This design comes from an exercise in tuning for small area, a short achievable clock period and few clock cycles on the open sky130 flow, not from production work.
RTL that was checked went through simulation tests only; none was proved equivalent to the original.
Power figures rest on the tool's default switching activity, not on a simulated workload.

north:
==> flow/design.v <==
package cic_decim_pkg;
  typedef enum logic [0:0] {
    ErrUpstream = 1'b0,
    ErrSequence = 1'b1
  } cic_err_bit_e;
  function automatic integer cic_growth(input integer rate, input integer m, input integer n);
    reg [127:0] prod;
    integer     i, b;
    begin
      prod = 128'd1;
      for (i = 0; i < n; i = i + 1) prod = prod * rate * m;
      cic_growth = 0;
      for (b = 0; b < 128; b = b + 1) if ((128'd1 << b) < prod) cic_growth = b + 1;
    end
  endfunction
  function automatic integer cic_ch_w(input integer channels);
    cic_ch_w = (channels > 1) ? $clog2(channels) : 1;
  endfunction
  localparam int unsigned DefW    = 16 + cic_growth(125, 1, 4);
  localparam int unsigned DefChW  = cic_ch_w(2);
endpackage
module cic_comb_chain #(
  parameter int unsigned W          = 44,
  parameter int unsigned STAGES     = 4,
  parameter int unsigned DIFF_DELAY = 1
) (
  input  logic [W-1:0]                           x,
  input  logic [STAGES*DIFF_DELAY-1:0][W-1:0]    dly,
  output logic [W-1:0]                           y,
  output logic [STAGES*DIFF_DELAY-1:0][W-1:0]    dly_next
);
  always_comb begin
    logic [W-1:0] stage_in;
    stage_in = x;
    for (int s = 0; s < STAGES; s++) begin
      dly_next[s*DIFF_DELAY] = stage_in;
      for (int j = 1; j < DIFF_DELAY; j++) dly_next[s*DIFF_DELAY+j] = dly[s*DIFF_DELAY+j-1];
      stage_in = stage_in - dly[s*DIFF_DELAY+DIFF_DELAY-1];
    end
    y = stage_in;
  end
endmodule
module cic_decim #(
  parameter int unsigned IN_W       = 16,
  parameter int unsigned OUT_W      = 16,
  parameter int unsigned STAGES     = 4,
  parameter int unsigned RATE       = 125,
  parameter int unsigned DIFF_DELAY = 1,
  parameter int unsigned CHANNELS   = 2,
  parameter int unsigned CH_W       = cic_decim_pkg::cic_ch_w(CHANNELS)
) (
  input  logic             clk,
  input  logic             reset_n,
  input  logic [IN_W-1:0]  in_data,
  input  logic [CH_W-1:0]  in_channel,
  input  logic             in_valid,
  output logic             in_ready,
  input  logic [1:0]       in_error,
  input  logic             in_startofpacket,
  input  logic             in_endofpacket,
  output logic [OUT_W-1:0] out_data,
  output logic [CH_W-1:0]  out_channel,
  output logic             out_valid,
  input  logic             out_ready,
  output logic [1:0]       out_error,
  output logic             out_startofpacket,
  output logic             out_endofpacket
);
  localparam int unsigned W    = IN_W + cic_decim_pkg::cic_growth(RATE, DIFF_DELAY, STAGES);
  localparam int unsigned PH_W = $clog2(RATE);
  logic unused_eop;
  assign unused_eop = in_endofpacket;
  logic [1:0]      rst_sh;       
  logic            clr_dly;      
  logic [6:0]      pos;          
  logic            in_ready_q;
  logic            iv;           
  logic            go_q;         
  logic            cons_q;       
  logic            isd_q;        
  logic            exp_ch;
  logic [1:0][PH_W-1:0] ph;
  logic [1:0][1:0] err;
  logic [1:0]      pend;         
  logic            older;        
  logic            act;          
  logic            pch;          
  logic [3:1]      br;           
  logic            p2, dmp;      
  logic            dz;           
  logic            out_valid_q;
  logic [IN_W-1:0] id;
  logic            che, sok, algn;
  logic [1:0]      ierr;
  logic [W-1:0]    s0_a, s0_b, s0_c, s0_d, s0_w;
  logic [W-1:0]    s1_a, s1_b, s1_c, s1_d, s1_w;
  logic [2:0][91:0] dr;          
  logic [1:0][1:0] res_err;
  logic [OUT_W-1:0] out_data_q;
  logic            out_ch_q, out_sop_q;
  logic [1:0]      out_err_q;
  logic clr_int, hd;
  logic [6:0] kb;                
  logic       cch;               
  assign clr_int = rst_sh[1];
  assign hd      = pos[0];
  assign kb      = cch ? pos - 7'd46 : pos;
  logic start, sch, order_ok, step, last;
  assign sch      = (pos == 7'd46);    
  assign order_ok = !pend[~sch] || (older == sch);
  assign start    = !act && (pos == 7'd0 || pos == 7'd46) && pend[sch] && order_ok && !out_valid_q;
  assign step     = start || act;
  assign cch      = act ? pch : sch;
  assign last     = act && (kb == 7'(W - 1));
  logic exp_ch_n, ld, iv_n, che_in, che_n, sok_n, algn_n, blkc_n, go_n, cons_n;
  logic [1:0] pend_n, ph124_n, blk_n;
  logic [1:0][PH_W-1:0] ph_n;
  always_comb begin
    exp_ch_n = go_q ? ~che : exp_ch;
    ph_n = ph;
    if (go_q) ph_n[che] = isd_q ? '0 : ph[che] + PH_W'(1);
    pend_n = pend;
    if (last) pend_n[pch] = 1'b0;
    if (dz) pend_n[hd] = 1'b1;
    for (int c = 0; c < 2; c++) begin
      ph124_n[c] = (ph_n[c] == PH_W'(RATE - 1));
      blk_n[c]   = pend_n[c] && ph124_n[c];
    end
  end
  assign ld     = !iv || cons_q;           
  assign iv_n   = ld ? in_valid : iv;
  assign che_in = in_startofpacket ? 1'b0 : in_channel;
  assign che_n  = ld ? che_in : che;
  assign sok_n  = ld ? (in_startofpacket || (in_channel == exp_ch_n)) : sok;
  assign algn_n = ld ? (che_in != hd) : !algn;
  assign blkc_n = blk_n[che_n];
  assign go_n   = iv_n && sok_n && algn_n && !blkc_n;
  assign cons_n = iv_n && (!sok_n || (algn_n && !blkc_n));
  logic [W-1:0] xg, ag, bg, cg, a_new, b_new, c_new, d_new;
  assign xg = go_q ? {{(W-IN_W){id[IN_W-1]}}, id} : '0;
  assign ag = go_q ? s0_a : '0;
  assign bg = p2 ? s1_b : '0;
  assign cg = p2 ? s1_c : '0;
  assign a_new = s0_a + xg;
  assign b_new = s0_b + ag + xg;
  assign c_new = s1_c + bg;
  assign d_new = s1_d + cg + bg;
  logic [3:0] y;                 
  logic [3:1] br_n;
  always_comb begin
    y[0] = (hd == cch) ? s0_w[kb[5:0]] : s1_w[kb[5:0]];
    for (int i = 1; i <= 3; i++) begin
      y[i]    = y[i-1] ^ dr[i-1][0] ^ br[i];
      br_n[i] = (!y[i-1] && (dr[i-1][0] || br[i])) || (dr[i-1][0] && br[i]);
    end
  end
  always_ff @(posedge clk or negedge reset_n) begin
    if (!reset_n) begin
      rst_sh      <= 2'b11;
      clr_dly     <= 1'b1;
      pos         <= '0;
      iv          <= 1'b0;
      go_q        <= 1'b0;
      cons_q      <= 1'b0;
      isd_q       <= 1'b0;
      exp_ch      <= 1'b0;
      ph          <= '0;
      err         <= '0;
      pend        <= '0;
      older       <= 1'b0;
      act         <= 1'b0;
      pch         <= 1'b0;
      br          <= '0;
      p2          <= 1'b0;
      dmp         <= 1'b0;
      dz          <= 1'b0;
      out_valid_q <= 1'b0;
    end else begin
      rst_sh     <= {rst_sh[0], 1'b0};
      if (pos == 7'd91) clr_dly <= 1'b0;
      pos        <= (pos == 7'd91) ? 7'd0 : pos + 7'd1;
      iv         <= iv_n;
      go_q       <= go_n;
      cons_q     <= cons_n;
      isd_q      <= go_n && ph124_n[che_n];
      exp_ch     <= exp_ch_n;
      ph         <= ph_n;
      pend       <= pend_n;
      if (dz) older <= (pend[~hd] && !(last && pch == ~hd)) ? ~hd : hd;
      if (go_q) begin
        err[che] <= isd_q ? 2'b00 : (err[che] | ierr);
      end else if (cons_q) begin
        err[exp_ch][1] <= 1'b1;
      end
      p2   <= go_q;
      dmp  <= isd_q;
      dz   <= dmp;
      if (start) begin
        act <= 1'b1;
        pch <= sch;
      end else if (last) begin
        act <= 1'b0;
      end
      if (step) br <= last ? '0 : br_n;
      if (last) out_valid_q <= 1'b1;
      else if (out_ready) out_valid_q <= 1'b0;
    end
  end
  always_ff @(posedge clk) begin
    in_ready_q <= !iv_n || cons_n;
    if (ld) begin
      id   <= in_data;
      ierr <= in_error;
    end
    che  <= che_n;
    sok  <= sok_n;
    algn <= algn_n;
    if (isd_q) res_err[che] <= err[che] | ierr;
    s1_a <= a_new;
    s1_b <= b_new;
    s1_c <= clr_int ? '0 : s0_c;
    s1_d <= (dz || clr_int) ? '0 : s0_d;
    s1_w <= dz ? s0_d : s0_w;
    s0_a <= clr_int ? '0 : s1_a;
    s0_b <= clr_int ? '0 : s1_b;
    s0_c <= c_new;
    s0_d <= d_new;
    s0_w <= s1_w;
    for (int i = 0; i < 3; i++) begin
      dr[i] <= {(step ? y[i] : (dr[i][0] && !clr_dly)), dr[i][91:1]};
    end
    if (step && kb >= 7'(W - OUT_W)) out_data_q <= {y[3], out_data_q[OUT_W-1:1]};
    if (last) begin
      out_ch_q   <= pch;
      out_sop_q  <= !pch;
      out_err_q  <= res_err[pch];
    end
  end
  assign in_ready          = in_ready_q;
  assign out_valid         = out_valid_q;
  assign out_data          = out_data_q;
  assign out_channel       = out_ch_q;
  assign out_error         = out_err_q;
  assign out_startofpacket = out_sop_q;
  assign out_endofpacket   = out_ch_q;
endmodule
Settings: LEC_CHECK=0, CAP_MARGIN=20, CORE_MARGIN=2, CORE_UTILIZATION=60, CTS_BUF_LIST=sky130_fd_sc_hd__clkbuf_16, CTS_CLUSTER_DIAMETER=90, CTS_CLUSTER_SIZE=30, SLEW_MARGIN=20; clock period 18.0 ns.
standard.sh (not shown) runs the stock make flow with config.mk's settings and CLKGATE_MAP_FILE= SYNTH_SCRIPT=/design/flow/synth_recipe.tcl, a recipe that flattens the netlist after the stock synthesis.
==> flow/flow/run.sh <==
#!/bin/bash
# Layout flow: the standard layout (standard.sh, ORFS from synthesis to the final layout)
# with one change: the buffers that ORFS puts on every input and output port are buf_2 cells
# (ORFS otherwise picks its own, slow buffer cell for them).
# make's full output (every tool it runs) goes to flow.log in the work folder; ORFS keeps each
# step's own log under orfs/logs/.
set -euo pipefail
export BUFFER_PORTS_ARGS="-buffer_cell sky130_fd_sc_hd__buf_2"
export SETUP_SLACK_MARGIN=13.25
bash standard.sh > flow.log 2>&1
## Diff of input files: south against north
--- a/flow/design.v
+++ b/flow/design.v
@@ -78,10 +78,11 @@
   logic            go_q;         
   logic            cons_q;       
   logic            isd_q;        
   logic            exp_ch;
   logic [1:0][PH_W-1:0] ph;
+  logic [1:0]      ph123, ph124;  
   logic [1:0][1:0] err;
   logic [1:0]      pend;         
   logic            older;        
   logic            act;          
   logic            pch;          
@@ -110,34 +111,54 @@
   assign order_ok = !pend[~sch] || (older == sch);
   assign start    = !act && (pos == 7'd0 || pos == 7'd46) && pend[sch] && order_ok && !out_valid_q;
   assign step     = start || act;
   assign cch      = act ? pch : sch;
   assign last     = act && (kb == 7'(W - 1));
-  logic exp_ch_n, ld, iv_n, che_in, che_n, sok_n, algn_n, blkc_n, go_n, cons_n;
-  logic [1:0] pend_n, ph124_n, blk_n;
+  logic exp_ch_n, ld, iv_n, che_in, che_n, sok_n, algn_n, go_n, cons_n, isd_n;
+  logic [1:0] pend_n, ph123_n, ph124_n, blk_n;
   logic [1:0][PH_W-1:0] ph_n;
   always_comb begin
     exp_ch_n = go_q ? ~che : exp_ch;
     ph_n = ph;
     if (go_q) ph_n[che] = isd_q ? '0 : ph[che] + PH_W'(1);
     pend_n = pend;
     if (last) pend_n[pch] = 1'b0;
     if (dz) pend_n[hd] = 1'b1;
     for (int c = 0; c < 2; c++) begin
-      ph124_n[c] = (ph_n[c] == PH_W'(RATE - 1));
+      ph123_n[c] = (ph_n[c] == PH_W'(RATE - 2));
+      ph124_n[c] = (go_q && che == c) ? (!isd_q && ph123[c]) : ph124[c];
       blk_n[c]   = pend_n[c] && ph124_n[c];
     end
+  end
+  logic [2:0] go_p, cons_p, isd_p;    
+  logic       go_h, cons_h, isd_h, sel_go, sel_cons, sel_isd;
+  always_comb begin
+    go_p[0]   = hd && !blk_n[0];
+    cons_p[0] = go_p[0];
+    isd_p[0]  = go_p[0] && ph124_n[0];
+    go_p[1]   = !exp_ch_n && hd && !blk_n[0];
+    cons_p[1] = exp_ch_n || (hd && !blk_n[0]);
+    isd_p[1]  = go_p[1] && ph124_n[0];
+    go_p[2]   = exp_ch_n && !hd && !blk_n[1];
+    cons_p[2] = !exp_ch_n || (!hd && !blk_n[1]);
+    isd_p[2]  = go_p[2] && ph124_n[1];
+    go_h   = iv && sok && !algn && !blk_n[che];
+    cons_h = iv && (!sok || (!algn && !blk_n[che]));
+    isd_h  = go_h && ph124_n[che];
+    sel_go   = in_startofpacket ? go_p[0]   : (in_channel ? go_p[2]   : go_p[1]);
+    sel_cons = in_startofpacket ? cons_p[0] : (in_channel ? cons_p[2] : cons_p[1]);
+    sel_isd  = in_startofpacket ? isd_p[0]  : (in_channel ? isd_p[2]  : isd_p[1]);
   end
   assign ld     = !iv || cons_q;           
   assign iv_n   = ld ? in_valid : iv;
   assign che_in = in_startofpacket ? 1'b0 : in_channel;
   assign che_n  = ld ? che_in : che;
   assign sok_n  = ld ? (in_startofpacket || (in_channel == exp_ch_n)) : sok;
   assign algn_n = ld ? (che_in != hd) : !algn;
-  assign blkc_n = blk_n[che_n];
-  assign go_n   = iv_n && sok_n && algn_n && !blkc_n;
-  assign cons_n = iv_n && (!sok_n || (algn_n && !blkc_n));
+  assign go_n   = ld ? (in_valid && sel_go) : go_h;
+  assign cons_n = ld ? (in_valid && sel_cons) : cons_h;
+  assign isd_n  = ld ? (in_valid && sel_isd) : isd_h;
   logic [W-1:0] xg, ag, bg, cg, a_new, b_new, c_new, d_new;
   assign xg = go_q ? {{(W-IN_W){id[IN_W-1]}}, id} : '0;
   assign ag = go_q ? s0_a : '0;
   assign bg = p2 ? s1_b : '0;
   assign cg = p2 ? s1_c : '0;
@@ -163,10 +184,12 @@
       go_q        <= 1'b0;
       cons_q      <= 1'b0;
       isd_q       <= 1'b0;
       exp_ch      <= 1'b0;
       ph          <= '0;
+      ph123       <= '0;
+      ph124       <= '0;
       err         <= '0;
       pend        <= '0;
       older       <= 1'b0;
       act         <= 1'b0;
       pch         <= 1'b0;
@@ -180,13 +203,15 @@
       if (pos == 7'd91) clr_dly <= 1'b0;
       pos        <= (pos == 7'd91) ? 7'd0 : pos + 7'd1;
       iv         <= iv_n;
       go_q       <= go_n;
       cons_q     <= cons_n;
-      isd_q      <= go_n && ph124_n[che_n];
+      isd_q      <= isd_n;
       exp_ch     <= exp_ch_n;
       ph         <= ph_n;
+      ph123      <= ph123_n;
+      ph124      <= ph124_n;
       pend       <= pend_n;
       if (dz) older <= (pend[~hd] && !(last && pch == ~hd)) ? ~hd : hd;
       if (go_q) begin
         err[che] <= isd_q ? 2'b00 : (err[che] | ierr);
       end else if (cons_q) begin
@@ -205,11 +230,11 @@
       if (last) out_valid_q <= 1'b1;
       else if (out_ready) out_valid_q <= 1'b0;
     end
   end
   always_ff @(posedge clk) begin
-    in_ready_q <= !iv_n || cons_n;
+    in_ready_q <= ld ? (!in_valid || sel_cons) : (!iv || cons_h);
     if (ld) begin
       id   <= in_data;
       ierr <= in_error;
     end
     che  <= che_n;
Per the comparison of south with north, TritonCTS buffer count went up 3; number of cells on the worst reg-to-reg path went up 3. The global-route wire length before repair reported for south is greater than that of north by about 0.9%. On worst hold slack, north and south are neck and neck. Between south and north, the cell total after placement figures differ only marginally. Summary of south over north: internal portion of total power fell by about 2.3%; total power went down by about 5%; proportion of power drawn by combinational gates went down by 5.6 points; sequential share of layout area higher; via count moved up. Non-clock buffer count in the final layout for south is lower than for north.
Testbench counts of south, summed over its fixed seeds: cycles 80,944.
Only the layout flow was run in north; the RTL was not checked for function there.

## what the ideal ports hide
The flow's constraints put no driver on any port. The routed layouts listed below were extracted and timed again, unchanged, in two steps. Step 1 sets driving cells, clkbuf_16 on the clock port and buf_2 on the other inputs (assumed; they add their load-dependent delay and slew). Step 2 times the ports against the registers' clock, not the clock port: input delays grow and output delays shrink by t, the midpoint of the rising clock arrivals with the driver on. Three values: no drivers, after step 1, after step 2; two values: the first two.
| run | t (ns) | setup WS [ns] | worst setup path at the end | cell pins on the clock port's net |
|---|---|---|---|---|
| north | 0.649 | 13.217 / 13.159 / 12.695 | input to register | 1 |
| south | 0.644 | 13.226 / 13.167 / 13.020 | input to register | 1 |
After both steps every run listed still meets setup and hold. For north, which loses most, drivers alone change the setup slack by -0.058 ns; drivers and shift together by -0.522 ns.
